This is an optimization exercise on Yosys and OpenROAD, whose aim is small area, not a production implementation.
Function not checked in this run: the RTL went through the layout flow alone.
Power is estimated from default activity; no workload was simulated.

File: flow/config.mk
export PLATFORM = sky130hd
export DESIGN_NAME = valu_top
export DESIGN_NICKNAME = valu_top
export VERILOG_FILES = /design/flow/design.v
export SDC_FILE = /design/flow/constraint.sdc
export NUM_CORES = 4
export LEC_CHECK = 0
export ABC_AREA = 1
export CAP_MARGIN = 20
export CORE_MARGIN = 2
export CORE_UTILIZATION = 40
export SLEW_MARGIN = 20
export SYNTH_HIERARCHICAL = 1
File: flow/constraint.sdc
create_clock -name core_clock -period 7.0 [get_ports {clk}]
set_input_delay 1.4000 -clock core_clock [delete_from_list [all_inputs] [get_ports {clk}]]
set_output_delay 1.4000 -clock core_clock [all_outputs]
set_load 0.01 [all_outputs]
File: flow/design.v
package valu_op_pkg;
  typedef enum logic [2:0] {
    VOP_MUL    = 3'b000,
    VOP_MULA   = 3'b001,
    VOP_MULTAC = 3'b010,
    VOP_ADD    = 3'b011,
    VOP_SUB    = 3'b100,
    VOP_ADDAC  = 3'b101,
    VOP_MTAC   = 3'b110
  } vop_e;
  localparam logic [2:0] VOP_ILLEGAL_CODE = 3'b111;
endpackage
package valu_ctrl_pkg;
  typedef enum logic {
    MODE_FULL = 1'b0,
    MODE_HALF = 1'b1
  } elem_mode_e;
  typedef enum logic [1:0] {
    ADDEND_ZERO  = 2'd0,
    ADDEND_B     = 2'd1,
    ADDEND_ACCUM = 2'd2
  } addend_sel_e;
  typedef struct packed {
    elem_mode_e  mode;
    addend_sel_e addend_sel;
    logic        negate_b;
  } add_ctrl_t;
  typedef struct packed {
    elem_mode_e mode;
    logic       saturate;
    logic       save_to_accum;
  } round_ctrl_t;
endpackage
import valu_op_pkg::*;
module valu_decode (
  input  logic [2:0] in_op,
  output logic       is_mul,
  output logic       add_b,
  output logic       neg_b,
  output logic       use_acc,
  output logic       save
);
  assign is_mul  = (in_op == VOP_MUL) || (in_op == VOP_MULA) || (in_op == VOP_MULTAC);
  assign add_b   = (in_op == VOP_ADD) || (in_op == VOP_SUB);
  assign neg_b   = (in_op == VOP_SUB);
  assign use_acc = (in_op == VOP_MULA) || (in_op == VOP_ADDAC);
  assign save    = (in_op == VOP_MULTAC) || (in_op == VOP_MTAC);
endmodule
module valu_fa (
  input  logic x,
  input  logic y,
  input  logic z,
  output logic s,
  output logic c
);
  assign s = x ^ y ^ z;
  assign c = (x & y) | (x & z) | (y & z);
endmodule
module valu_add (
  input  logic [15:0] a,
  input  logic [15:0] b,
  input  logic        half,
  input  logic        frac,
  input  logic        is_mul,
  input  logic        add_b,
  input  logic        neg_b,
  output logic [17:0] q
);
  logic mul;
  assign mul = is_mul;
  wire n1 = b[7] & ~half;
  wire n2 = a[0] & ~half;
  wire n3 = a[1] & ~half;
  wire n4 = a[2] & ~half;
  wire n5 = a[3] & ~half;
  wire n6 = a[4] & ~half;
  wire n7 = a[5] & ~half;
  wire n8 = a[6] & ~half;
  wire n9 = a[7] & ~half;
  wire n10 = a[8] & ~half;
  wire n11 = a[9] & ~half;
  wire n12 = a[10] & ~half;
  wire n13 = a[11] & ~half;
  wire n14 = a[12] & ~half;
  wire n15 = a[13] & ~half;
  wire n16 = a[14] & ~half;
  wire n17 = a[15] & ~half;
  wire n18 = half ? a[7] : a[8];
  wire n19 = ~half;
  wire n20 = mul ? (b[0] ^ 1'b0) : 1'b1;
  wire n21 = mul & ((b[1] & ~b[0] & ~1'b0) | (~b[1] & b[0] & 1'b0));
  wire n22 = mul & b[1];
  wire n23 = n22 ^ half;
  wire n24 = n22 & ~half;
  wire n25 = ((a[0] & n20) | (1'b0 & n21)) ^ n22;
  wire n26 = ((a[1] & n20) | (a[0] & n21)) ^ n22;
  wire n27 = ((a[2] & n20) | (a[1] & n21)) ^ n22;
  wire n28 = ((a[3] & n20) | (a[2] & n21)) ^ n22;
  wire n29 = ((a[4] & n20) | (a[3] & n21)) ^ n22;
  wire n30 = ((a[5] & n20) | (a[4] & n21)) ^ n22;
  wire n31 = ((a[6] & n20) | (a[5] & n21)) ^ n22;
  wire n32 = ((a[7] & n20) | (a[6] & n21)) ^ n22;
  wire n33 = ((n18 & n20) | (a[7] & n21)) ^ n23;
  wire n34 = ((n11 & n20) | (n10 & n21)) ^ n24;
  wire n35 = ((n12 & n20) | (n11 & n21)) ^ n24;
  wire n36 = ((n13 & n20) | (n12 & n21)) ^ n24;
  wire n37 = ((n14 & n20) | (n13 & n21)) ^ n24;
  wire n38 = ((n15 & n20) | (n14 & n21)) ^ n24;
  wire n39 = ((n16 & n20) | (n15 & n21)) ^ n24;
  wire n40 = ((n17 & n20) | (n16 & n21)) ^ n24;
  wire n41 = ~(((n17 & n20) | (n17 & n21)) ^ n24);
  wire n42 = mul & (b[2] ^ b[1]);
  wire n43 = mul & ((b[3] & ~b[2] & ~b[1]) | (~b[3] & b[2] & b[1]));
  wire n44 = mul & b[3];
  wire n45 = n44 ^ half;
  wire n46 = n44 & ~half;
  wire n47 = ((a[0] & n42) | (1'b0 & n43)) ^ n44;
  wire n48 = ((a[1] & n42) | (a[0] & n43)) ^ n44;
  wire n49 = ((a[2] & n42) | (a[1] & n43)) ^ n44;
  wire n50 = ((a[3] & n42) | (a[2] & n43)) ^ n44;
  wire n51 = ((a[4] & n42) | (a[3] & n43)) ^ n44;
  wire n52 = ((a[5] & n42) | (a[4] & n43)) ^ n44;
  wire n53 = ((a[6] & n42) | (a[5] & n43)) ^ n44;
  wire n54 = ((a[7] & n42) | (a[6] & n43)) ^ n44;
  wire n55 = ((n18 & n42) | (a[7] & n43)) ^ n45;
  wire n56 = ((n11 & n42) | (n10 & n43)) ^ n46;
  wire n57 = ((n12 & n42) | (n11 & n43)) ^ n46;
  wire n58 = ((n13 & n42) | (n12 & n43)) ^ n46;
  wire n59 = ((n14 & n42) | (n13 & n43)) ^ n46;
  wire n60 = ((n15 & n42) | (n14 & n43)) ^ n46;
  wire n61 = ((n16 & n42) | (n15 & n43)) ^ n46;
  wire n62 = ((n17 & n42) | (n16 & n43)) ^ n46;
  wire n63 = ~(((n17 & n42) | (n17 & n43)) ^ n46);
  wire n64 = mul & (b[4] ^ b[3]);
  wire n65 = mul & ((b[5] & ~b[4] & ~b[3]) | (~b[5] & b[4] & b[3]));
  wire n66 = mul & b[5];
  wire n67 = n66 ^ half;
  wire n68 = n66 & ~half;
  wire n69 = ((a[0] & n64) | (1'b0 & n65)) ^ n66;
  wire n70 = ((a[1] & n64) | (a[0] & n65)) ^ n66;
  wire n71 = ((a[2] & n64) | (a[1] & n65)) ^ n66;
  wire n72 = ((a[3] & n64) | (a[2] & n65)) ^ n66;
  wire n73 = ((a[4] & n64) | (a[3] & n65)) ^ n66;
  wire n74 = ((a[5] & n64) | (a[4] & n65)) ^ n66;
  wire n75 = ((a[6] & n64) | (a[5] & n65)) ^ n66;
  wire n76 = ((a[7] & n64) | (a[6] & n65)) ^ n66;
  wire n77 = ((n18 & n64) | (a[7] & n65)) ^ n67;
  wire n78 = ((n11 & n64) | (n10 & n65)) ^ n68;
  wire n79 = ((n12 & n64) | (n11 & n65)) ^ n68;
  wire n80 = ((n13 & n64) | (n12 & n65)) ^ n68;
  wire n81 = ((n14 & n64) | (n13 & n65)) ^ n68;
  wire n82 = ((n15 & n64) | (n14 & n65)) ^ n68;
  wire n83 = ((n16 & n64) | (n15 & n65)) ^ n68;
  wire n84 = ((n17 & n64) | (n16 & n65)) ^ n68;
  wire n85 = ~(((n17 & n64) | (n17 & n65)) ^ n68);
  wire n86 = mul & (b[6] ^ b[5]);
  wire n87 = mul & ((b[7] & ~b[6] & ~b[5]) | (~b[7] & b[6] & b[5]));
  wire n88 = mul & b[7];
  wire n89 = n88 ^ half;
  wire n90 = n88 & ~half;
  wire n91 = ((a[0] & n86) | (1'b0 & n87)) ^ n88;
  wire n92 = ((a[1] & n86) | (a[0] & n87)) ^ n88;
  wire n93 = ((a[2] & n86) | (a[1] & n87)) ^ n88;
  wire n94 = ((a[3] & n86) | (a[2] & n87)) ^ n88;
  wire n95 = ((a[4] & n86) | (a[3] & n87)) ^ n88;
  wire n96 = ((a[5] & n86) | (a[4] & n87)) ^ n88;
  wire n97 = ((a[6] & n86) | (a[5] & n87)) ^ n88;
  wire n98 = ((a[7] & n86) | (a[6] & n87)) ^ n88;
  wire n99 = ((n18 & n86) | (a[7] & n87)) ^ n89;
  wire n100 = ((n11 & n86) | (n10 & n87)) ^ n90;
  wire n101 = ((n12 & n86) | (n11 & n87)) ^ n90;
  wire n102 = ((n13 & n86) | (n12 & n87)) ^ n90;
  wire n103 = ((n14 & n86) | (n13 & n87)) ^ n90;
  wire n104 = ((n15 & n86) | (n14 & n87)) ^ n90;
  wire n105 = ((n16 & n86) | (n15 & n87)) ^ n90;
  wire n106 = ((n17 & n86) | (n16 & n87)) ^ n90;
  wire n107 = ~(((n17 & n86) | (n17 & n87)) ^ n90);
  wire n108 = mul ? (b[8] ^ n1) : half;
  wire n109 = mul & ((b[9] & ~b[8] & ~n1) | (~b[9] & b[8] & n1));
  wire n110 = mul & b[9];
  wire n111 = n110 & ~half;
  wire n112 = n110 & half;
  wire n113 = ((n2 & n108) | (1'b0 & n109)) ^ n111;
  wire n114 = ((n3 & n108) | (n2 & n109)) ^ n111;
  wire n115 = ((n4 & n108) | (n3 & n109)) ^ n111;
  wire n116 = ((n5 & n108) | (n4 & n109)) ^ n111;
  wire n117 = ((n6 & n108) | (n5 & n109)) ^ n111;
  wire n118 = ((n7 & n108) | (n6 & n109)) ^ n111;
  wire n119 = ((n8 & n108) | (n7 & n109)) ^ n111;
  wire n120 = ((n9 & n108) | (n8 & n109)) ^ n111;
  wire n121 = ((a[8] & n108) | (n9 & n109)) ^ n110;
  wire n122 = ((a[9] & n108) | (a[8] & n109)) ^ n110;
  wire n123 = ((a[10] & n108) | (a[9] & n109)) ^ n110;
  wire n124 = ((a[11] & n108) | (a[10] & n109)) ^ n110;
  wire n125 = ((a[12] & n108) | (a[11] & n109)) ^ n110;
  wire n126 = ((a[13] & n108) | (a[12] & n109)) ^ n110;
  wire n127 = ((a[14] & n108) | (a[13] & n109)) ^ n110;
  wire n128 = ((a[15] & n108) | (a[14] & n109)) ^ n110;
  wire n129 = ~(((a[15] & n108) | (a[15] & n109)) ^ n110);
  wire n130 = mul & (b[10] ^ b[9]);
  wire n131 = mul & ((b[11] & ~b[10] & ~b[9]) | (~b[11] & b[10] & b[9]));
  wire n132 = mul & b[11];
  wire n133 = n132 & ~half;
  wire n134 = n132 & half;
  wire n135 = ((n2 & n130) | (1'b0 & n131)) ^ n133;
  wire n136 = ((n3 & n130) | (n2 & n131)) ^ n133;
  wire n137 = ((n4 & n130) | (n3 & n131)) ^ n133;
  wire n138 = ((n5 & n130) | (n4 & n131)) ^ n133;
  wire n139 = ((n6 & n130) | (n5 & n131)) ^ n133;
  wire n140 = ((n7 & n130) | (n6 & n131)) ^ n133;
  wire n141 = ((n8 & n130) | (n7 & n131)) ^ n133;
  wire n142 = ((n9 & n130) | (n8 & n131)) ^ n133;
  wire n143 = ((a[8] & n130) | (n9 & n131)) ^ n132;
  wire n144 = ((a[9] & n130) | (a[8] & n131)) ^ n132;
  wire n145 = ((a[10] & n130) | (a[9] & n131)) ^ n132;
  wire n146 = ((a[11] & n130) | (a[10] & n131)) ^ n132;
  wire n147 = ((a[12] & n130) | (a[11] & n131)) ^ n132;
  wire n148 = ((a[13] & n130) | (a[12] & n131)) ^ n132;
  wire n149 = ((a[14] & n130) | (a[13] & n131)) ^ n132;
  wire n150 = ((a[15] & n130) | (a[14] & n131)) ^ n132;
  wire n151 = ~(((a[15] & n130) | (a[15] & n131)) ^ n132);
  wire n152 = mul & (b[12] ^ b[11]);
  wire n153 = mul & ((b[13] & ~b[12] & ~b[11]) | (~b[13] & b[12] & b[11]));
  wire n154 = mul & b[13];
  wire n155 = n154 & ~half;
  wire n156 = n154 & half;
  wire n157 = ((n2 & n152) | (1'b0 & n153)) ^ n155;
  wire n158 = ((n3 & n152) | (n2 & n153)) ^ n155;
  wire n159 = ((n4 & n152) | (n3 & n153)) ^ n155;
  wire n160 = ((n5 & n152) | (n4 & n153)) ^ n155;
  wire n161 = ((n6 & n152) | (n5 & n153)) ^ n155;
  wire n162 = ((n7 & n152) | (n6 & n153)) ^ n155;
  wire n163 = ((n8 & n152) | (n7 & n153)) ^ n155;
  wire n164 = ((n9 & n152) | (n8 & n153)) ^ n155;
  wire n165 = ((a[8] & n152) | (n9 & n153)) ^ n154;
  wire n166 = ((a[9] & n152) | (a[8] & n153)) ^ n154;
  wire n167 = ((a[10] & n152) | (a[9] & n153)) ^ n154;
  wire n168 = ((a[11] & n152) | (a[10] & n153)) ^ n154;
  wire n169 = ((a[12] & n152) | (a[11] & n153)) ^ n154;
  wire n170 = ((a[13] & n152) | (a[12] & n153)) ^ n154;
  wire n171 = ((a[14] & n152) | (a[13] & n153)) ^ n154;
  wire n172 = ((a[15] & n152) | (a[14] & n153)) ^ n154;
  wire n173 = ~(((a[15] & n152) | (a[15] & n153)) ^ n154);
  wire n174 = mul & (b[14] ^ b[13]);
  wire n175 = mul & ((b[15] & ~b[14] & ~b[13]) | (~b[15] & b[14] & b[13]));
  wire n176 = mul & b[15];
  wire n177 = n176 & ~half;
  wire n178 = n176 & half;
  wire n179 = ((n2 & n174) | (1'b0 & n175)) ^ n177;
  wire n180 = ((n3 & n174) | (n2 & n175)) ^ n177;
  wire n181 = ((n4 & n174) | (n3 & n175)) ^ n177;
  wire n182 = ((n5 & n174) | (n4 & n175)) ^ n177;
  wire n183 = ((n6 & n174) | (n5 & n175)) ^ n177;
  wire n184 = ((n7 & n174) | (n6 & n175)) ^ n177;
  wire n185 = ((n8 & n174) | (n7 & n175)) ^ n177;
  wire n186 = ((n9 & n174) | (n8 & n175)) ^ n177;
  wire n187 = ((a[8] & n174) | (n9 & n175)) ^ n176;
  wire n188 = ((a[9] & n174) | (a[8] & n175)) ^ n176;
  wire n189 = ((a[10] & n174) | (a[9] & n175)) ^ n176;
  wire n190 = ((a[11] & n174) | (a[10] & n175)) ^ n176;
  wire n191 = ((a[12] & n174) | (a[11] & n175)) ^ n176;
  wire n192 = ((a[13] & n174) | (a[12] & n175)) ^ n176;
  wire n193 = ((a[14] & n174) | (a[13] & n175)) ^ n176;
  wire n194 = ((a[15] & n174) | (a[14] & n175)) ^ n176;
  wire n195 = ~(((a[15] & n174) | (a[15] & n175)) ^ n176);
  wire n196 = add_b & (b[0] ^ neg_b);
  wire n197 = add_b & (b[1] ^ neg_b);
  wire n198 = add_b & (b[2] ^ neg_b);
  wire n199 = add_b & (b[3] ^ neg_b);
  wire n200 = add_b & (b[4] ^ neg_b);
  wire n201 = add_b & (b[5] ^ neg_b);
  wire n202 = add_b & (b[6] ^ neg_b);
  wire n203 = add_b & (b[7] ^ neg_b);
  wire n204 = add_b & ((half ? b[7] : b[8]) ^ neg_b);
  wire n205 = add_b & (b[9] ^ neg_b);
  wire n206 = add_b & (b[10] ^ neg_b);
  wire n207 = add_b & (b[11] ^ neg_b);
  wire n208 = add_b & (b[12] ^ neg_b);
  wire n209 = add_b & (b[13] ^ neg_b);
  wire n210 = add_b & (b[14] ^ neg_b);
  wire n211 = add_b & (b[15] ^ neg_b);
  wire n212 = add_b & ((half ? b[8] : b[15]) ^ neg_b);
  wire n213 = add_b & (b[9] ^ neg_b);
  wire n214 = add_b & (b[10] ^ neg_b);
  wire n215 = add_b & (b[11] ^ neg_b);
  wire n216 = add_b & (b[12] ^ neg_b);
  wire n217 = add_b & (b[13] ^ neg_b);
  wire n218 = add_b & (b[14] ^ neg_b);
  wire n219 = add_b & (b[15] ^ neg_b);
  wire n220 = add_b & (b[15] ^ neg_b);
  wire n221 = neg_b & half;
  wire n222, n223;
  valu_fa fa_n222 (.x(neg_b), .y(n22), .z(n25), .s(n222), .c(n223));
  wire n224, n225;
  valu_fa fa_n224 (.x(n26), .y(n223), .z(n197), .s(n224), .c(n225));
  wire n226, n227;
  valu_fa fa_n226 (.x(n44), .y(n27), .z(n47), .s(n226), .c(n227));
  wire n228, n229;
  valu_fa fa_n228 (.x(n226), .y(n198), .z(n225), .s(n228), .c(n229));
  wire n230, n231;
  valu_fa fa_n230 (.x(n28), .y(n48), .z(n227), .s(n230), .c(n231));
  wire n232, n233;
  valu_fa fa_n232 (.x(n230), .y(n199), .z(n229), .s(n232), .c(n233));
  wire n234, n235;
  valu_fa fa_n234 (.x(n66), .y(n29), .z(n49), .s(n234), .c(n235));
  wire n236, n237;
  valu_fa fa_n236 (.x(n69), .y(n234), .z(n231), .s(n236), .c(n237));
  wire n238, n239;
  valu_fa fa_n238 (.x(n200), .y(n236), .z(n233), .s(n238), .c(n239));
  wire n240, n241;
  valu_fa fa_n240 (.x(n30), .y(n50), .z(n70), .s(n240), .c(n241));
  wire n242, n243;
  valu_fa fa_n242 (.x(n235), .y(n240), .z(n201), .s(n242), .c(n243));
  wire n244, n245;
  valu_fa fa_n244 (.x(n237), .y(n242), .z(n239), .s(n244), .c(n245));
  wire n246, n247;
  valu_fa fa_n246 (.x(n88), .y(n31), .z(n51), .s(n246), .c(n247));
  wire n248, n249;
  valu_fa fa_n248 (.x(n71), .y(n91), .z(n241), .s(n248), .c(n249));
  wire n250, n251;
  valu_fa fa_n250 (.x(n246), .y(n248), .z(n202), .s(n250), .c(n251));
  wire n252, n253;
  valu_fa fa_n252 (.x(n243), .y(n250), .z(n245), .s(n252), .c(n253));
  wire n254, n255;
  valu_fa fa_n254 (.x(n32), .y(n52), .z(n72), .s(n254), .c(n255));
  wire n256, n257;
  valu_fa fa_n256 (.x(n92), .y(n247), .z(n254), .s(n256), .c(n257));
  wire n258, n259;
  valu_fa fa_n258 (.x(n249), .y(n256), .z(n203), .s(n258), .c(n259));
  wire n260, n261;
  valu_fa fa_n260 (.x(n251), .y(n258), .z(n253), .s(n260), .c(n261));
  wire n262, n263;
  valu_fa fa_n262 (.x(half), .y(n111), .z(n53), .s(n262), .c(n263));
  wire n264, n265;
  valu_fa fa_n264 (.x(n73), .y(n93), .z(n33), .s(n264), .c(n265));
  wire n266, n267;
  valu_fa fa_n266 (.x(n113), .y(n255), .z(n262), .s(n266), .c(n267));
  wire n268, n269;
  valu_fa fa_n268 (.x(n264), .y(n257), .z(n266), .s(n268), .c(n269));
  wire n270, n271;
  valu_fa fa_n270 (.x(n204), .y(n259), .z(n268), .s(n270), .c(n271));
  wire n272, n273;
  valu_fa fa_n272 (.x(half), .y(n54), .z(n74), .s(n272), .c(n273));
  wire n274, n275;
  valu_fa fa_n274 (.x(n94), .y(n34), .z(n114), .s(n274), .c(n275));
  wire n276, n277;
  valu_fa fa_n276 (.x(n263), .y(n265), .z(n272), .s(n276), .c(n277));
  wire n278, n279;
  valu_fa fa_n278 (.x(n274), .y(n267), .z(n276), .s(n278), .c(n279));
  wire n280, n281;
  valu_fa fa_n280 (.x(n205), .y(n269), .z(n278), .s(n280), .c(n281));
  wire n282, n283;
  valu_fa fa_n282 (.x(n133), .y(n75), .z(n95), .s(n282), .c(n283));
  wire n284, n285;
  valu_fa fa_n284 (.x(n35), .y(n55), .z(n115), .s(n284), .c(n285));
  wire n286, n287;
  valu_fa fa_n286 (.x(n135), .y(n273), .z(n275), .s(n286), .c(n287));
  wire n288, n289;
  valu_fa fa_n288 (.x(n282), .y(n284), .z(n277), .s(n288), .c(n289));
  wire n290, n291;
  valu_fa fa_n290 (.x(n286), .y(n206), .z(n279), .s(n290), .c(n291));
  wire n292, n293;
  valu_fa fa_n292 (.x(n288), .y(n281), .z(n290), .s(n292), .c(n293));
  wire n294, n295;
  valu_fa fa_n294 (.x(half), .y(n76), .z(n96), .s(n294), .c(n295));
  wire n296, n297;
  valu_fa fa_n296 (.x(n36), .y(n56), .z(n116), .s(n296), .c(n297));
  wire n298, n299;
  valu_fa fa_n298 (.x(n136), .y(n283), .z(n285), .s(n298), .c(n299));
  wire n300, n301;
  valu_fa fa_n300 (.x(n294), .y(n296), .z(n287), .s(n300), .c(n301));
  wire n302, n303;
  valu_fa fa_n302 (.x(n298), .y(n207), .z(n289), .s(n302), .c(n303));
  wire n304, n305;
  valu_fa fa_n304 (.x(n300), .y(n302), .z(n291), .s(n304), .c(n305));
  wire n306, n307;
  valu_fa fa_n306 (.x(n155), .y(n97), .z(n37), .s(n306), .c(n307));
  wire n308, n309;
  valu_fa fa_n308 (.x(n57), .y(n77), .z(n117), .s(n308), .c(n309));
  wire n310, n311;
  valu_fa fa_n310 (.x(n137), .y(n157), .z(n295), .s(n310), .c(n311));
  wire n312, n313;
  valu_fa fa_n312 (.x(n297), .y(n306), .z(n308), .s(n312), .c(n313));
  wire n314, n315;
  valu_fa fa_n314 (.x(n299), .y(n310), .z(n208), .s(n314), .c(n315));
  wire n316, n317;
  valu_fa fa_n316 (.x(n312), .y(n301), .z(n314), .s(n316), .c(n317));
  wire n318, n319;
  valu_fa fa_n318 (.x(n303), .y(n316), .z(n305), .s(n318), .c(n319));
  wire n320, n321;
  valu_fa fa_n320 (.x(half), .y(n98), .z(n38), .s(n320), .c(n321));
  wire n322, n323;
  valu_fa fa_n322 (.x(n58), .y(n78), .z(n118), .s(n322), .c(n323));
  wire n324, n325;
  valu_fa fa_n324 (.x(n138), .y(n158), .z(n307), .s(n324), .c(n325));
  wire n326, n327;
  valu_fa fa_n326 (.x(n309), .y(n320), .z(n322), .s(n326), .c(n327));
  wire n328, n329;
  valu_fa fa_n328 (.x(n311), .y(n313), .z(n324), .s(n328), .c(n329));
  wire n330, n331;
  valu_fa fa_n330 (.x(n209), .y(n326), .z(n315), .s(n330), .c(n331));
  wire n332, n333;
  valu_fa fa_n332 (.x(n328), .y(n317), .z(n330), .s(n332), .c(n333));
  wire n334, n335;
  valu_fa fa_n334 (.x(n177), .y(n39), .z(n59), .s(n334), .c(n335));
  wire n336, n337;
  valu_fa fa_n336 (.x(n79), .y(n99), .z(n119), .s(n336), .c(n337));
  wire n338, n339;
  valu_fa fa_n338 (.x(n139), .y(n159), .z(n179), .s(n338), .c(n339));
  wire n340, n341;
  valu_fa fa_n340 (.x(n321), .y(n323), .z(n334), .s(n340), .c(n341));
  wire n342, n343;
  valu_fa fa_n342 (.x(n336), .y(n338), .z(n325), .s(n342), .c(n343));
  wire n344, n345;
  valu_fa fa_n344 (.x(n327), .y(n210), .z(n340), .s(n344), .c(n345));
  wire n346, n347;
  valu_fa fa_n346 (.x(n329), .y(n342), .z(n344), .s(n346), .c(n347));
  wire n348, n349;
  valu_fa fa_n348 (.x(n331), .y(n346), .z(n333), .s(n348), .c(n349));
  wire n350, n351;
  valu_fa fa_n350 (.x(half), .y(n40), .z(n60), .s(n350), .c(n351));
  wire n352 = n351 & ~half;
  wire n353, n354;
  valu_fa fa_n353 (.x(n80), .y(n100), .z(n120), .s(n353), .c(n354));
  wire n355 = n354 & ~half;
  wire n356, n357;
  valu_fa fa_n356 (.x(n140), .y(n160), .z(n180), .s(n356), .c(n357));
  wire n358 = n357 & ~half;
  wire n359, n360;
  valu_fa fa_n359 (.x(n335), .y(n337), .z(n339), .s(n359), .c(n360));
  wire n361 = n360 & ~half;
  wire n362, n363;
  valu_fa fa_n362 (.x(n350), .y(n353), .z(n356), .s(n362), .c(n363));
  wire n364 = n363 & ~half;
  wire n365, n366;
  valu_fa fa_n365 (.x(n341), .y(n359), .z(n211), .s(n365), .c(n366));
  wire n367 = n366 & ~half;
  wire n368, n369;
  valu_fa fa_n368 (.x(n362), .y(n343), .z(n345), .s(n368), .c(n369));
  wire n370 = n369 & ~half;
  wire n371, n372;
  valu_fa fa_n371 (.x(n365), .y(n347), .z(n368), .s(n371), .c(n372));
  wire n373 = n372 & ~half;
  wire n374 = ~(n221 ^ n112);
  wire n375 = n221 | n112;
  wire n376, n377;
  valu_fa fa_n376 (.x(n41), .y(n61), .z(n81), .s(n376), .c(n377));
  wire n378, n379;
  valu_fa fa_n378 (.x(n101), .y(n121), .z(n141), .s(n378), .c(n379));
  wire n380, n381;
  valu_fa fa_n380 (.x(n161), .y(n181), .z(n374), .s(n380), .c(n381));
  wire n382, n383;
  valu_fa fa_n382 (.x(n376), .y(n378), .z(n380), .s(n382), .c(n383));
  wire n384, n385;
  valu_fa fa_n384 (.x(n352), .y(n355), .z(n358), .s(n384), .c(n385));
  wire n386, n387;
  valu_fa fa_n386 (.x(n212), .y(n382), .z(n361), .s(n386), .c(n387));
  wire n388, n389;
  valu_fa fa_n388 (.x(n364), .y(n384), .z(n386), .s(n388), .c(n389));
  wire n390, n391;
  valu_fa fa_n390 (.x(n367), .y(n388), .z(n370), .s(n390), .c(n391));
  wire n392 = ~(n122 ^ n375);
  wire n393 = n122 | n375;
  wire n394, n395;
  valu_fa fa_n394 (.x(n62), .y(n82), .z(n102), .s(n394), .c(n395));
  wire n396, n397;
  valu_fa fa_n396 (.x(n142), .y(n162), .z(n182), .s(n396), .c(n397));
  wire n398, n399;
  valu_fa fa_n398 (.x(n377), .y(n379), .z(n381), .s(n398), .c(n399));
  wire n400, n401;
  valu_fa fa_n400 (.x(n392), .y(n394), .z(n396), .s(n400), .c(n401));
  wire n402, n403;
  valu_fa fa_n402 (.x(n383), .y(n398), .z(n213), .s(n402), .c(n403));
  wire n404, n405;
  valu_fa fa_n404 (.x(n400), .y(n385), .z(n387), .s(n404), .c(n405));
  wire n406, n407;
  valu_fa fa_n406 (.x(n402), .y(n389), .z(n404), .s(n406), .c(n407));
  wire n408, n409;
  valu_fa fa_n408 (.x(n134), .y(n123), .z(n63), .s(n408), .c(n409));
  wire n410, n411;
  valu_fa fa_n410 (.x(n83), .y(n103), .z(n143), .s(n410), .c(n411));
  wire n412, n413;
  valu_fa fa_n412 (.x(n163), .y(n183), .z(n393), .s(n412), .c(n413));
  wire n414, n415;
  valu_fa fa_n414 (.x(n395), .y(n397), .z(n408), .s(n414), .c(n415));
  wire n416, n417;
  valu_fa fa_n416 (.x(n410), .y(n399), .z(n412), .s(n416), .c(n417));
  wire n418, n419;
  valu_fa fa_n418 (.x(n401), .y(n214), .z(n414), .s(n418), .c(n419));
  wire n420, n421;
  valu_fa fa_n420 (.x(n416), .y(n403), .z(n418), .s(n420), .c(n421));
  wire n422, n423;
  valu_fa fa_n422 (.x(n405), .y(n420), .z(n407), .s(n422), .c(n423));
  wire n424 = ~(n124 ^ n144);
  wire n425 = n124 | n144;
  wire n426, n427;
  valu_fa fa_n426 (.x(n84), .y(n104), .z(n164), .s(n426), .c(n427));
  wire n428, n429;
  valu_fa fa_n428 (.x(n184), .y(n409), .z(n411), .s(n428), .c(n429));
  wire n430, n431;
  valu_fa fa_n430 (.x(n424), .y(n426), .z(n413), .s(n430), .c(n431));
  wire n432, n433;
  valu_fa fa_n432 (.x(n415), .y(n428), .z(n215), .s(n432), .c(n433));
  wire n434, n435;
  valu_fa fa_n434 (.x(n417), .y(n430), .z(n419), .s(n434), .c(n435));
  wire n436, n437;
  valu_fa fa_n436 (.x(n432), .y(n421), .z(n434), .s(n436), .c(n437));
  wire n438, n439;
  valu_fa fa_n438 (.x(n156), .y(n125), .z(n145), .s(n438), .c(n439));
  wire n440, n441;
  valu_fa fa_n440 (.x(n85), .y(n105), .z(n165), .s(n440), .c(n441));
  wire n442, n443;
  valu_fa fa_n442 (.x(n185), .y(n425), .z(n427), .s(n442), .c(n443));
  wire n444, n445;
  valu_fa fa_n444 (.x(n438), .y(n440), .z(n429), .s(n444), .c(n445));
  wire n446, n447;
  valu_fa fa_n446 (.x(n442), .y(n216), .z(n431), .s(n446), .c(n447));
  wire n448, n449;
  valu_fa fa_n448 (.x(n444), .y(n433), .z(n446), .s(n448), .c(n449));
  wire n450, n451;
  valu_fa fa_n450 (.x(n435), .y(n448), .z(n437), .s(n450), .c(n451));
  wire n452 = ~(n126 ^ n146);
  wire n453 = n126 | n146;
  wire n454, n455;
  valu_fa fa_n454 (.x(n166), .y(n106), .z(n186), .s(n454), .c(n455));
  wire n456, n457;
  valu_fa fa_n456 (.x(n439), .y(n441), .z(n452), .s(n456), .c(n457));
  wire n458, n459;
  valu_fa fa_n458 (.x(n454), .y(n443), .z(n456), .s(n458), .c(n459));
  wire n460, n461;
  valu_fa fa_n460 (.x(n217), .y(n445), .z(n458), .s(n460), .c(n461));
  wire n462, n463;
  valu_fa fa_n462 (.x(n447), .y(n460), .z(n449), .s(n462), .c(n463));
  wire n464, n465;
  valu_fa fa_n464 (.x(n178), .y(n127), .z(n147), .s(n464), .c(n465));
  wire n466, n467;
  valu_fa fa_n466 (.x(n167), .y(n107), .z(n187), .s(n466), .c(n467));
  wire n468, n469;
  valu_fa fa_n468 (.x(n453), .y(n455), .z(n464), .s(n468), .c(n469));
  wire n470, n471;
  valu_fa fa_n470 (.x(n466), .y(n457), .z(n468), .s(n470), .c(n471));
  wire n472, n473;
  valu_fa fa_n472 (.x(n218), .y(n459), .z(n470), .s(n472), .c(n473));
  wire n474, n475;
  valu_fa fa_n474 (.x(n461), .y(n472), .z(n463), .s(n474), .c(n475));
  wire n476 = ~(n128 ^ n148);
  wire n477 = n128 | n148;
  wire n478, n479;
  valu_fa fa_n478 (.x(n168), .y(n188), .z(n465), .s(n478), .c(n479));
  wire n480, n481;
  valu_fa fa_n480 (.x(n467), .y(n476), .z(n469), .s(n480), .c(n481));
  wire n482, n483;
  valu_fa fa_n482 (.x(n478), .y(n219), .z(n471), .s(n482), .c(n483));
  wire n484, n485;
  valu_fa fa_n484 (.x(n480), .y(n473), .z(n482), .s(n484), .c(n485));
  wire n486, n487;
  valu_fa fa_n486 (.x(n129), .y(n149), .z(n169), .s(n486), .c(n487));
  wire n488, n489;
  valu_fa fa_n488 (.x(n189), .y(n477), .z(n486), .s(n488), .c(n489));
  wire n490, n491;
  valu_fa fa_n490 (.x(n479), .y(n488), .z(n220), .s(n490), .c(n491));
  wire n492, n493;
  valu_fa fa_n492 (.x(n481), .y(n490), .z(n483), .s(n492), .c(n493));
  wire n494 = ~(n150 ^ n170);
  wire n495 = n150 | n170;
  wire n496, n497;
  valu_fa fa_n496 (.x(n190), .y(n487), .z(n494), .s(n496), .c(n497));
  wire n498, n499;
  valu_fa fa_n498 (.x(n489), .y(n496), .z(n491), .s(n498), .c(n499));
  wire n500, n501;
  valu_fa fa_n500 (.x(n151), .y(n171), .z(n191), .s(n500), .c(n501));
  wire n502, n503;
  valu_fa fa_n502 (.x(n495), .y(n500), .z(n497), .s(n502), .c(n503));
  wire n504 = ~(n172 ^ n192);
  wire n505 = n172 | n192;
  wire n506, n507;
  valu_fa fa_n506 (.x(n501), .y(n504), .z(n503), .s(n506), .c(n507));
  wire n508, n509;
  valu_fa fa_n508 (.x(n173), .y(n193), .z(n505), .s(n508), .c(n509));
  wire n510 = ~(n194 ^ n509);
  wire n511 = n194 | n509;
  wire n512 = n196 ^ n222;
  wire n513 = n196 & n222;
  wire n514 = n224 ^ n513;
  wire n515 = n224 & n513;
  wire n516 = n228 ^ n515;
  wire n517 = n228 & n515;
  wire n518 = n232 ^ n517;
  wire n519 = n232 & n517;
  wire n520 = n238 ^ n519;
  wire n521 = n238 & n519;
  wire n522 = n244 ^ n521;
  wire n523 = n244 & n521;
  wire n524 = n252 & 1'b0;
  wire n525 = n252 ^ 1'b0;
  wire n526 = n260 & 1'b0;
  wire n527 = n260 ^ 1'b0;
  wire n528 = n261 & n270;
  wire n529 = n261 ^ n270;
  wire n530 = n271 & n280;
  wire n531 = n271 ^ n280;
  wire n532 = n292 & 1'b0;
  wire n533 = n292 ^ 1'b0;
  wire n534 = n293 & n304;
  wire n535 = n293 ^ n304;
  wire n536 = n318 & 1'b0;
  wire n537 = n318 ^ 1'b0;
  wire n538 = n319 & n332;
  wire n539 = n319 ^ n332;
  wire n540 = n348 & 1'b0;
  wire n541 = n348 ^ 1'b0;
  wire n542 = n349 & n371;
  wire n543 = n349 ^ n371;
  wire n544 = n542 & ~half;
  wire n545 = n543 & ~half;
  wire n546 = n373 & n390;
  wire n547 = n373 ^ n390;
  wire n548 = n391 & n406;
  wire n549 = n391 ^ n406;
  wire n550 = n422 & 1'b0;
  wire n551 = n422 ^ 1'b0;
  wire n552 = n423 & n436;
  wire n553 = n423 ^ n436;
  wire n554 = n450 & 1'b0;
  wire n555 = n450 ^ 1'b0;
  wire n556 = n451 & n462;
  wire n557 = n451 ^ n462;
  wire n558 = n474 & 1'b0;
  wire n559 = n474 ^ 1'b0;
  wire n560 = n475 & n484;
  wire n561 = n475 ^ n484;
  wire n562 = n485 & n492;
  wire n563 = n485 ^ n492;
  wire n564 = n493 & n498;
  wire n565 = n493 ^ n498;
  wire n566 = n499 & n502;
  wire n567 = n499 ^ n502;
  wire n568 = n506 & 1'b0;
  wire n569 = n506 ^ 1'b0;
  wire n570 = n507 & n508;
  wire n571 = n507 ^ n508;
  wire n572 = n510 & 1'b0;
  wire n573 = n510 ^ 1'b0;
  wire n574 = n195 & n511;
  wire n575 = n195 ^ n511;
  wire n576 = 1'b1 & 1'b0;
  wire n577 = 1'b1 ^ 1'b0;
  wire n578 = n524 | (n525 & n523);
  wire n579 = n526 | (n527 & n578);
  wire n580 = n527 & n525;
  wire n581 = n530 | (n531 & n528);
  wire n582 = n531 & n529;
  wire n583 = n534 | (n535 & n532);
  wire n584 = n535 & n533;
  wire n585 = n538 | (n539 & n536);
  wire n586 = n539 & n537;
  wire n587 = n544 | (n545 & n540);
  wire n588 = n545 & n541;
  wire n589 = n548 | (n549 & n546);
  wire n590 = n549 & n547;
  wire n591 = n552 | (n553 & n550);
  wire n592 = n553 & n551;
  wire n593 = n556 | (n557 & n554);
  wire n594 = n557 & n555;
  wire n595 = n560 | (n561 & n558);
  wire n596 = n561 & n559;
  wire n597 = n564 | (n565 & n562);
  wire n598 = n565 & n563;
  wire n599 = n568 | (n569 & n566);
  wire n600 = n569 & n567;
  wire n601 = n572 | (n573 & n570);
  wire n602 = n573 & n571;
  wire n603 = n576 | (n577 & n574);
  wire n604 = n577 & n575;
  wire n605 = n528 | (n529 & n579);
  wire n606 = n529 & n580;
  wire n607 = n581 | (n582 & n579);
  wire n608 = n582 & n580;
  wire n609 = n536 | (n537 & n583);
  wire n610 = n537 & n584;
  wire n611 = n585 | (n586 & n583);
  wire n612 = n586 & n584;
  wire n613 = n546 | (n547 & n587);
  wire n614 = n547 & n588;
  wire n615 = n589 | (n590 & n587);
  wire n616 = n590 & n588;
  wire n617 = n554 | (n555 & n591);
  wire n618 = n555 & n592;
  wire n619 = n593 | (n594 & n591);
  wire n620 = n594 & n592;
  wire n621 = n562 | (n563 & n595);
  wire n622 = n563 & n596;
  wire n623 = n597 | (n598 & n595);
  wire n624 = n598 & n596;
  wire n625 = n570 | (n571 & n599);
  wire n626 = n571 & n600;
  wire n627 = n601 | (n602 & n599);
  wire n628 = n602 & n600;
  wire n629 = n532 | (n533 & n607);
  wire n630 = n533 & n608;
  wire n631 = n583 | (n584 & n607);
  wire n632 = n584 & n608;
  wire n633 = n609 | (n610 & n607);
  wire n634 = n610 & n608;
  wire n635 = n611 | (n612 & n607);
  wire n636 = n612 & n608;
  wire n637 = n550 | (n551 & n615);
  wire n638 = n551 & n616;
  wire n639 = n591 | (n592 & n615);
  wire n640 = n592 & n616;
  wire n641 = n617 | (n618 & n615);
  wire n642 = n618 & n616;
  wire n643 = n619 | (n620 & n615);
  wire n644 = n620 & n616;
  wire n645 = n566 | (n567 & n623);
  wire n646 = n567 & n624;
  wire n647 = n599 | (n600 & n623);
  wire n648 = n600 & n624;
  wire n649 = n625 | (n626 & n623);
  wire n650 = n626 & n624;
  wire n651 = n627 | (n628 & n623);
  wire n652 = n628 & n624;
  wire n653 = n540 | (n541 & n635);
  wire n654 = n541 & n636;
  wire n655 = n587 | (n588 & n635);
  wire n656 = n588 & n636;
  wire n657 = n613 | (n614 & n635);
  wire n658 = n614 & n636;
  wire n659 = n615 | (n616 & n635);
  wire n660 = n616 & n636;
  wire n661 = n637 | (n638 & n635);
  wire n662 = n638 & n636;
  wire n663 = n639 | (n640 & n635);
  wire n664 = n640 & n636;
  wire n665 = n641 | (n642 & n635);
  wire n666 = n642 & n636;
  wire n667 = n643 | (n644 & n635);
  wire n668 = n644 & n636;
  wire n669 = n574 | (n575 & n651);
  wire n670 = n575 & n652;
  wire n671 = n603 | (n604 & n651);
  wire n672 = n604 & n652;
  wire n673 = n558 | (n559 & n667);
  wire n674 = n559 & n668;
  wire n675 = n595 | (n596 & n667);
  wire n676 = n596 & n668;
  wire n677 = n621 | (n622 & n667);
  wire n678 = n622 & n668;
  wire n679 = n623 | (n624 & n667);
  wire n680 = n624 & n668;
  wire n681 = n645 | (n646 & n667);
  wire n682 = n646 & n668;
  wire n683 = n647 | (n648 & n667);
  wire n684 = n648 & n668;
  wire n685 = n649 | (n650 & n667);
  wire n686 = n650 & n668;
  wire n687 = n651 | (n652 & n667);
  wire n688 = n652 & n668;
  wire n689 = n669 | (n670 & n667);
  wire n690 = n670 & n668;
  wire n691 = n671 | (n672 & n667);
  wire n692 = n672 & n668;
  wire n693 = n525 ^ n523;
  wire n694 = n527 ^ n578;
  wire n695 = n529 ^ n579;
  wire n696 = n531 ^ n605;
  wire n697 = n533 ^ n607;
  wire n698 = n535 ^ n629;
  wire n699 = n537 ^ n631;
  wire n700 = n539 ^ n633;
  wire n701 = n541 ^ n635;
  wire n702 = n543 ^ n653;
  wire n703 = n547 ^ n655;
  wire n704 = n549 ^ n657;
  wire n705 = n551 ^ n659;
  wire n706 = n553 ^ n661;
  wire n707 = n555 ^ n663;
  wire n708 = n557 ^ n665;
  wire n709 = n559 ^ n667;
  wire n710 = n561 ^ n673;
  wire n711 = n563 ^ n675;
  wire n712 = n565 ^ n677;
  wire n713 = n567 ^ n679;
  wire n714 = n569 ^ n681;
  wire n715 = n571 ^ n683;
  wire n716 = n573 ^ n685;
  wire n717 = n575 ^ n687;
  wire n718 = n577 ^ n689;
  logic [31:0] p;
  assign p = {n718, n717, n716, n715, n714, n713, n712, n711, n710, n709, n708, n707, n706, n705, n704, n703, n702, n701, n700, n699, n698, n697, n696, n695, n694, n693, n522, n520, n518, n516, n514, n512};
  logic shift;
  assign shift = is_mul && frac;
  always_comb begin
    for (int k = 0; k < 8; k++) begin
      if (shift) q[k] = half ? p[7+k] : p[15+k];
      else       q[k] = p[k];
      if (shift)     q[9+k] = p[23+k];
      else if (half) q[9+k] = p[16+k];
      else           q[9+k] = p[8+k];
    end
    if (!half)      q[8] = 1'b1;
    else if (shift) q[8] = p[15];
    else            q[8] = p[8];
    if (is_mul)     q[17] = p[31];
    else if (half)  q[17] = p[24];
    else            q[17] = p[16];
  end
endmodule
module valu_round (
  input  logic [17:0] q,
  input  logic [15:0] acc,
  input  logic        use_acc,
  input  logic        half,
  input  logic        frac,
  output logic [15:0] r
);
  logic [17:0] d;
  logic [17:0] s;
  logic [18:0] c;
  logic        sat_hi, sat_lo;
  assign d = {acc[15], acc[15:8], half & acc[7], acc[7:0]} & {18{use_acc}};
  assign c[0] = 1'b0;
  assign s[0] = q[0] ^ d[0];
  assign c[1] = q[0] & d[0];
  for (genvar i = 1; i < 18; i++) begin : g_bit
    if (i == 8) begin : g_top
      assign s[i] = q[i] ^ d[i] ^ c[i];
    end else begin : g_fa
      valu_fa valu_fa_i (.x(q[i]), .y(d[i]), .z(c[i]), .s(s[i]), .c(c[i+1]));
    end
  end
  logic [7:0] gg, pp;
  logic [3:0] g2, p2;
  logic [1:0] g4;
  assign gg = q[7:0] & d[7:0];
  assign pp = q[7:0] | d[7:0];
  for (genvar k = 0; k < 4; k++) begin : g_la2
    assign g2[k] = gg[2*k+1] | (pp[2*k+1] & gg[2*k]);
    assign p2[k] = pp[2*k+1] & pp[2*k];
  end
  assign g4[0] = g2[1] | (p2[1] & g2[0]);
  assign g4[1] = g2[3] | (p2[3] & g2[2]);
  assign c[9]  = ~half & (g4[1] | (p2[3] & p2[2] & g4[0]));
  assign sat_hi = frac && (s[17] != s[16]);
  assign sat_lo = frac && (s[8] != s[7]);
  always_comb begin
    r[15:8] = sat_hi ? {s[17], {7{~s[17]}}} : s[16:9];
    if (half) r[7:0] = sat_lo ? {s[8], {7{~s[8]}}} : s[7:0];
    else      r[7:0] = sat_hi ? {8{~s[17]}} : s[7:0];
  end
endmodule
import valu_op_pkg::*;
module valu_top (
  input  logic                   clk,
  input  logic                   reset,
  input  logic                   in_valid,
  input  valu_op_pkg::vop_e      in_op,
  input  logic                   in_frac,
  input  logic                   in_half,
  input  logic [(4 * 16)-1:0] in_a,
  input  logic [(4 * 16)-1:0] in_b,
  output logic                   result_valid,
  output logic [(4 * 16)-1:0] result
);
  logic [63:0]     a0, b0;
  logic            frac0, half0;
  logic            is_mul, add_b, neg_b, use_acc, save;
  logic            mul0, add_b0, neg_b0, use_acc0, save0;
  logic [4*18-1:0] q_next, q1;
  logic [63:0]     r_next, r2;
  logic [63:0]     acc;
  logic            acc_set;
  logic            v0, v1, v2;
  logic            frac1, half1, acc1, save1;
  valu_decode valu_decode_i (.in_op, .is_mul, .add_b, .neg_b, .use_acc, .save);
  for (genvar l = 0; l < 4; l++) begin : g_lane
    valu_add valu_add_i (
      .a(a0[16*l +: 16]), .b(b0[16*l +: 16]), .half(half0), .frac(frac0),
      .is_mul(mul0), .add_b(add_b0), .neg_b(neg_b0), .q(q_next[18*l +: 18])
    );
    valu_round valu_round_i (
      .q(q1[18*l +: 18]), .acc(acc[16*l +: 16]), .use_acc(acc1 && acc_set), .half(half1),
      .frac(frac1),
      .r(r_next[16*l +: 16])
    );
  end
  always_ff @(posedge clk or posedge reset) begin
    if (reset) begin
      v0           <= 1'b0;
      v1           <= 1'b0;
      v2           <= 1'b0;
      result_valid <= 1'b0;
      acc_set      <= 1'b0;
    end else begin
      v0           <= in_valid;
      v1           <= v0;
      v2           <= v1;
      result_valid <= v2;
      if (v1 && save1) acc_set <= 1'b1;
    end
  end
  always_ff @(posedge clk) begin
    if (v1 && save1) acc <= r_next;
  end
  always_ff @(posedge clk) begin
    a0     <= in_a;
    b0     <= in_b;
    mul0     <= is_mul;
    add_b0   <= add_b;
    neg_b0   <= neg_b;
    use_acc0 <= use_acc;
    save0    <= save;
    frac0  <= in_frac;
    half0  <= in_half;
    q1     <= q_next;
    frac1  <= frac0;
    half1  <= half0;
    acc1   <= use_acc0;
    save1  <= save0;
    r2     <= r_next;
    result <= r2;
  end
endmodule
File: flow/flow/run.sh
#!/bin/bash
# The standard layout with the standard synthesis unchanged, with two changes:
#  - the port buffers are plain buf_1 cells (buffer_ports otherwise picks a delay-buffer cell)
#  - clock tree synthesis adds no dummy loads at the clock tree leaves
# The make output (every tool's log is also kept under orfs/logs) goes to standard.log.
set -euo pipefail
bash standard.sh \
  BUFFER_PORTS_ARGS="-buffer_cell sky130_fd_sc_hd__buf_1" \
  CTS_ARGS="-sink_clustering_enable -repair_clock_nets -dont_use_dummy_load -sink_clustering_size 16 -sink_clustering_max_diameter 60 -buf_list sky130_fd_sc_hd__clkbuf_8" \
  finish > standard.log 2>&1
File: flow/standard.sh
#!/bin/bash
# synth_recipe.tcl (not shown) runs the flow's synth.tcl, then flattens the netlist and writes it again
# the make line also repeats each setting of config.mk as NAME=value (left out here)
make -C /OpenROAD-flow-scripts/flow DESIGN_CONFIG=/design/flow/config.mk WORK_HOME=/design/flow/orfs CLKGATE_MAP_FILE= SYNTH_SCRIPT=/design/flow/synth_recipe.tcl "${@:-finish}"
==> results.cfg <==
[yosys]
async_flop_share = 0.0123
synth_flop_cell = dfxtp_1
synth.area.mux_share = 0
synth_top_cell_area_share = 0.288
postSynthCellCount = 4646
synth_compound_area_frac = 0.126
syn_nets = 5538
synth-xor-area-share = 0.122
synth_top_family_by_area = adder cells
ys_seq_elements = 408
synth_top_area_cell = fa_1
synth_area_sq_um = 41700
synthTopCellsByArea = fa_1 (29%), dfxtp_1 (16%), xor2_1 (11%)
syn_area_per_cell_sq_um = 8.98
synth_simple_gate_area_frac = 0.131
yosysWarningCount = 9
synth-adder-area-share = 0.335
seq_area_frac_synth = 0.212
synth_edf_count = 64
synth_cell_types = 42

[finish]
drive_gt1_frac = 0.0822
fin_cells = 6211
nNetsFinal = 5723
syn_to_final_growth_pct = 7.10
layout_common_cells = nand2_1 (780), fa_1 (600), xor2_1 (540)
regArea_sq_um = 8850
final_common_cell = nand2_1
fillers = 10267
multiInputGateArea_sq_um = 29800

[place]
place.gp.congestion = 0.946
dp_cells = 6159
dp_hpwl_mm = 98.9
portBuffers = 200
dp_slack_ns = 0.300

[power_and_ir_drop]
power_frac_comb = 0.733
power_frac_clock = 0.075
seq_power_share = 0.192
power.share.switching = 0.504
internal_power_mw = 9.49
p_leak_nw = 21.9
switchingPower_mw = 9.66
powerDensity_nw_per_um2 = 429
ir_worst_vdd_uv = 273

[grt]
antenna_found_initial = 4
grt_max_degree = 65
grt_use_total = 0.230
grt.overflow.total = 0
grt_pass1_vias = 33299
grt_pass1_wl_mm = 193

[route]
drc_errors = 0
routed_wl_mm = 123
wl_met1_mm = 54.5
wl_met3_mm = 10.8
antenna_left = 0
drt_iter0_markers = 3093
drt-vias-per-instance = 5.32
drtPass1Iterations = 6
dr.max_layer_used = met4
vias = 33055
wl_per_cell_microns = 19.8
wl_met2_mm = 53.8

[cts]
cts_buffers = 48
htreeDepth = 2
clk_path_buf_depth = 3
cts_tree = yes
ctsRootBufferMaster = clkbuf_8
clkSlewWorstSetupHoldPaths_ns = 0.09
cts.sinks = 408
clk-insertion-delay-late_ns = 0.75

[floorplanning]
rows = 118
start_util = 0.403
coreArea_sq_um = 103000
chipWidth_microns = 327
die_area_sq_um = 107000
die_h_microns = 327
ioPinCount = 201

[worst_setup_path]
crit_top_cell = fa_1
slowest_stage = fa_1
crit_path_max_fanout = 27
critPathRequiredTime_ns = 7.67
worstSetupPathType = register to register
critPathLaunchType = register
worstPathArrival_ns = 7.31
critPathMaxStageDelay_ns = 0.60
critical_path.cell_chain = buf_4, nor2_1, o21ai_0, xor2_1, fa_1, fa_1, fa_1, fa_1, fa_1, fa_1, ha_1, nand2_1, nor2_1, inv_1, nor2_1, nand2_1, nand2_2, ha_1, xor2_1, nand2_1, nand2_1, nand2_1, o21ai_1
critPathCaptureType = register

[sta]
setup_viol = 0
maxSlewHeadroom = 0.337
tightest_slew_ns = 0.994
period_needed_ns = 6.65
finClkSkew_ns = 0.0938
max_freq_mhz = 150
slew_viol_final = 0
finalSetupTns_ns = 0
period_share = 0.950
rsz0062_at_grt = false
hold_viol = 0
finalWorstSetupSlack_ns = 0.352

[min_path]
min_path_type = register to register

[job]
max_cap_viol_count = 0

[status]
status = no timing/DRC/antenna violations
==> timing repair <==
item,4_1_cts,5_1_grt
setup buffers,0,2
setup endpoints to repair,0,1
hold buffers,0,0
resized for setup,0,4
==> flip-flops by register name (all words and copies together), names as in the netlist, 64 cells and up <==
signal / flops
q1: 72
a0: 64
acc: 64
b0: 64
r2: 64
result: 64
==> layout make-up <==
type | count | share of cell area
Multi-Input combinational cell | 3494 | 0.666
Inverter | 584 | 0.0493
Timing Repair Buffer | 295 | 0.0330
Clock buffer | 48 | 0.0148
Tap cell | 1380 | 0.0386
Sequential cell | 408 | 0.198
Antenna cell | 2 | 0.000112
==> modules after synthesis, one instance, submodules excluded <==
module | cells inside | flip-flops and latches | copies in the design
valu_top | 415 | 408 | 1
valu_add | 755 | 0 | 4
valu_round | 151 | 0 | 4
valu_decode | 11 | 0 | 1
valu_fa | 1 | 0 | 596
==> logic make-up after synthesis <==
kind of cell | Yosys count
XOR/XNOR | 580
AO/OA/AOI/OAI | 897
adder cells (fa/ha/maj) | 756
AND/OR/NAND/NOR | 1261
buffers and inverters | 744
flip-flops | 408
==> stage by stage <==
stage | area [sq um] | util | total power, mW | hold WS (ns)
global route | 44700 | 0.432 | 21.4 | 0.336
floorplan | 41700 | - | 14.1 | 0.310
detailed placement | 44000 | 0.425 | 17.7 | 0.312
finish | 44700 | 0.432 | 19.2 | 0.327
global placement | 44000 | 0.425 | 17.6 | 0.311
CTS | 44700 | 0.431 | 19.3 | 0.328
==> synthesized netlist by cell type, types with 64 or more instances <==
library cell,n
a21oi_1,185
o21ai_0,164
fa_1,600
dfxtp_1,339
nand3_1,149
xor2_1,540
ha_1,156
nand2_1,781
inv_2,112
o22ai_1,460
inv_1,456
edfxtp_1,64
nor2_1,207
==> routing by layer <==
layer  vias to the layer above  track usage
met5                         -            0
met4                         0       0.0706
met3                       219       0.0517
met2                      1414        0.354
met1                     15928        0.323
li1                      15494            -
==> worst max-delay path: cells and delay by family, from the launching register on <==
kind / cells / cell delay (ns)
buffers and inverters: 2 / 0.38
DFF: 1 / 0.53
xor gates and xnor gates: 2 / 0.50
adders and majority gates: 8 / 3.36
and+or+nand+nor: 9 / 1.27
AOI/OAI and AO/OA: 2 / 0.48
==> final timing paths <==
path / start / endpoint / slack (ns) / cells after the start
max: half0$_DFF_P_ / q1[70]$_DFF_P_ / 0.35 / 23
min: r2[63]$_DFF_P_ / result[63]$_DFF_P_ / 0.33 / 0
max reg2reg: half0$_DFF_P_ / q1[70]$_DFF_P_ / 0.35 / 23
min reg2reg: r2[63]$_DFF_P_ / result[63]$_DFF_P_ / 0.33 / 0
max in group asynchronous: reset / v2$_DFF_PP0_ / 6.27 / 2
min in group asynchronous: reset / v0$_DFF_PP0_ / 0.57 / 2
==> power by group through the flow <==
stage / registers (mW) / clock network (mW) / logic [mW]
floorplan: 3.65 / 0 / 10.4
global placement: 3.73 / 0 / 13.8
detailed placement: 3.73 / 0 / 14.0
global route: 3.76 / 1.61 / 16.1
CTS: 3.69 / 1.53 / 14.1
finish: 3.68 / 1.43 / 14.0

## what the ideal ports hide
In the flow no input, the clock included, has a driving cell. The finished layout below was timed again as built, in two steps.
Step 1 sets driving cells, clkbuf_16 on the clock port and buf_2 on the other inputs (assumed; they add their load-dependent delay and slew).
Step 2 times the ports against the registers' clock, not the clock port: input delays grow and output delays shrink by t, the midpoint of the rising clock arrivals with the driver on.
Slacks: ideal ports / drivers / drivers and shift; pairs: ideal ports / drivers.
t (ns): 0.750
setup WS [ns]: 0.352 / 0.352 / 0.352
hold WS [ns]: 0.327 / 0.327 / 0.327
After both steps setup and hold are still met in this run. The setup slack of this run moves by 0.000 ns with the drivers and by 0.000 ns with both steps.
